This is an optimization exercise on Yosys and OpenROAD, whose aim is small area, a short achievable clock period and few clock cycles per item, not a production implementation. Function was checked by simulation only, so behaviour that the tests miss may differ from the original. No activity file was given, so power comes from the tool's default toggle rates.

==> flow/design.v <==
package imem_pkg;
    localparam logic [31:0] NOP_INSTR = 32'h00000013;
    typedef enum logic {
        INIT,
        READY
    } state_t;
    typedef enum logic [1:0] {
        RD_ZERO,
        RD_RAM,
        RD_DFLT
    } rd_src_t;
    function automatic logic [31:0] word_index(input logic [31:0] addr);
        word_index = addr >> 2;
    endfunction
    function automatic logic addr_ok(input logic [31:0] addr, input logic [31:0] depth);
        addr_ok = (addr[1:0] == 2'b00) && (word_index(addr) < depth);
    endfunction
endpackage
module imem_ram #(
    parameter int DATA_W = 32
) (
    input  logic                clk,
    input  logic [7:0]          ins,      
    input  logic [DATA_W-1:0]   din,
    input  logic [7:0]          rring,    
    input  logic [7:0]          rpos,     
    output logic [DATA_W-1:0]   rdata     
);
    logic [8*DATA_W-1:0] ring_q [8];
    logic [DATA_W-1:0]   ring_rd [8];
    for (genvar r = 0; r < 8; r++) begin : g_ring
        logic [8*DATA_W-1:0] q;
        always_ff @(posedge clk) begin
            q <= {q[7*DATA_W-1:0], ins[r] ? din : q[8*DATA_W-1 -: DATA_W]};
        end
        always_comb begin
            ring_rd[r] = '0;
            for (int p = 0; p < 8; p++) begin
                ring_rd[r] = ring_rd[r] | (q[p*DATA_W +: DATA_W] & {DATA_W{rpos[p]}});
            end
        end
    end
    always_comb begin
        rdata = '0;
        for (int r = 0; r < 8; r++) begin
            rdata = rdata | (ring_rd[r] & {DATA_W{rring[r]}});
        end
    end
endmodule
module instr_mem_sync #(
    parameter int                DATA_W         = 32,
    parameter int                ADDR_W         = 8,
    parameter int                DEPTH          = 64,
    parameter logic [DATA_W-1:0] DEFAULT_INSTR  = DATA_W'(imem_pkg::NOP_INSTR),
    parameter bit                CLEAR_ON_RESET = 1'b1
) (
    input  logic              clk,
    input  logic              rst_n,
    output logic              init_done,
    input  logic              fetch_req,
    input  logic [ADDR_W-1:0] fetch_addr,
    output logic              fetch_ready,
    output logic [DATA_W-1:0] rdata,
    output logic              rvalid,
    output logic              fetch_err,
    input  logic              prog_we,
    input  logic [ADDR_W-1:0] prog_addr,
    input  logic [DATA_W-1:0] prog_wdata,
    output logic              prog_ack
);
    logic       init_q;       
    logic       clr_q;        
    logic       rdy_q;        
    logic [2:0] off_q;        
    logic [7:0] offoh_q;      
    logic [2:0] wpos_q;       
    logic [7:0] ins_q;        
    logic       ack_q;
    logic       v1_q, e1_q;   
    logic [7:0] rring_q, rpos_q;
    logic       rvalid_q, err_q;
    logic [DATA_W-1:0] rdata_q;
    logic [DATA_W-1:0] ram_rdata, din;
    logic       fetch_acc, fetch_al, prog_al, prog_go, prog_hit;
    logic [7:0] rpos_oh;
    logic [2:0] fetch_i, prog_i;
    assign fetch_acc = fetch_req && rdy_q;
    assign fetch_al  = (fetch_addr[1:0] == 2'b00);
    assign prog_al   = (prog_addr[1:0] == 2'b00);
    assign prog_go   = prog_we && init_q && !ack_q;
    assign fetch_i   = {fetch_addr[3:2], fetch_addr[7]};
    assign prog_i    = {prog_addr[3:2], prog_addr[7]};
    assign prog_hit  = (prog_i == wpos_q);
    always_comb begin
        for (int k = 0; k < 8; k++) begin
            rpos_oh[k] = offoh_q[3'(fetch_i + 3'(k))];
        end
    end
    always_ff @(posedge clk or negedge rst_n) begin
        if (!rst_n) begin
            init_q   <= ~CLEAR_ON_RESET;
            clr_q    <= CLEAR_ON_RESET;
            rdy_q    <= ~CLEAR_ON_RESET;
            off_q    <= 3'd0;
            offoh_q  <= 8'b0000_0010;
            wpos_q   <= 3'd2;
            ins_q    <= {8{CLEAR_ON_RESET}};
            ack_q    <= 1'b0;
            v1_q     <= 1'b0;
            e1_q     <= 1'b0;
            rvalid_q <= 1'b0;
            err_q    <= 1'b0;
        end else begin
            off_q    <= off_q + 3'd1;
            offoh_q  <= {offoh_q[6:0], offoh_q[7]};
            wpos_q   <= wpos_q + 3'd1;
            rdy_q    <= init_q;
            if (clr_q) begin
                if (off_q == 3'd7) begin
                    init_q <= 1'b1;
                    clr_q  <= 1'b0;
                    ins_q  <= 8'd0;
                end
            end else begin
                for (int r = 0; r < 8; r++) begin
                    ins_q[r] <= prog_go && prog_al && prog_hit && (prog_addr[6:4] == 3'(r));
                end
            end
            ack_q    <= prog_go && (!prog_al || prog_hit);
            v1_q     <= fetch_acc;
            e1_q     <= fetch_acc && !fetch_al;
            rvalid_q <= v1_q;
            err_q    <= e1_q;
        end
    end
    always_ff @(posedge clk) begin
        for (int k = 0; k < 8; k++) begin
            rring_q[k] <= (fetch_addr[6:4] == 3'(k));
            rpos_q[k]  <= fetch_al && rpos_oh[k];
        end
        rdata_q <= ram_rdata | (e1_q ? DEFAULT_INSTR : '0);
    end
    assign din = clr_q ? DEFAULT_INSTR : prog_wdata;
    imem_ram #(
        .DATA_W (DATA_W)
    ) u_ram (
        .clk   (clk),
        .ins   (ins_q),
        .din   (din),
        .rring (rring_q),
        .rpos  (rpos_q),
        .rdata (ram_rdata)
    );
    assign init_done   = init_q;
    assign fetch_ready = rdy_q;
    assign rdata       = rdata_q;
    assign rvalid      = rvalid_q;
    assign fetch_err   = err_q;
    assign prog_ack    = ack_q;
endmodule
Settings: LEC_CHECK=0, CAP_MARGIN=20, CORE_MARGIN=2, CORE_UTILIZATION=65, CTS_CLUSTER_DIAMETER=60, CTS_CLUSTER_SIZE=24, PLACE_DENSITY=0.75, SETUP_SLACK_MARGIN=1.2, SLEW_MARGIN=20; clock period 3.1 ns.
standard.sh (not shown) runs the stock make flow with config.mk's settings and CLKGATE_MAP_FILE= SYNTH_SCRIPT=/design/flow/synth_recipe.tcl, a recipe that flattens the netlist after the stock synthesis.
==> flow/flow/run.sh <==
#!/bin/bash
# The standard layout, with clock tree synthesis told not to add dummy loads.
set -euo pipefail
export CTS_ARGS="-sink_clustering_enable -repair_clock_nets -sink_clustering_size 24 -sink_clustering_max_diameter 60 -dont_use_dummy_load"
bash standard.sh > standard_flow.log 2>&1
Testbench counts at the start, summed over its fixed seeds: cycles 13,090, items 12,000.
Next try:
==> flow/run.sh (new file) <==
#!/bin/bash
# synth_recipe.tcl (not shown) runs the flow's synth.tcl, then flattens the netlist and writes it again
# the make line also repeats each setting of config.mk as NAME=value (left out here)
make -C /OpenROAD-flow-scripts/flow DESIGN_CONFIG=/design/flow/config.mk WORK_HOME=/design/flow/orfs CLKGATE_MAP_FILE= SYNTH_SCRIPT=/design/flow/synth_recipe.tcl finish
- CTS_BUF_LIST: not set -> sky130_fd_sc_hd__clkbuf_8
- CTS_CLUSTER_DIAMETER: 60 -> not set
- CTS_CLUSTER_SIZE: 24 -> not set
removed: flow/flow/run.sh
removed: flow/standard.sh
Total power rises by 18%; utilization rises by 4.3 points; non-clock buffer count rises by 18; synthesized cell count does not change; routed wire length rises by 5.3%; clock skew falls by 0.019 ns; die area does not change; cell area rises by 6.0%; worst setup slack got worse by 0.19 ns; sequential power stays flat; global-route usage rises by 1.5 points.

## port drivers added, routing unchanged
Ports are ideal in the flow. The routed layouts listed here were re-timed in OpenROAD. Step 1 assumes that a clkbuf_16 drives the clock port and a buf_2 every other input. Step 2 adds t to the input delays and takes it off the output delays; t is the mean of the earliest and latest rising clock arrival at the registers after step 1. Input paths then give back, and output paths get back, about the clock's delay inside the block. a / b / c = ideal / step 1 / step 2; a / b = the first two.
run	t (ns)	setup WS [ns]	worst slew at a driven data input, ns
the first run	0.723	1.147 / 1.137 / 0.700	0.19
the second run	1.003	0.959 / 0.890 / 0.556	0.18
After both steps every run listed still meets setup and hold. The setup slack of the first run, which loses most, moves by -0.010 ns with the drivers and by -0.447 ns with both steps.
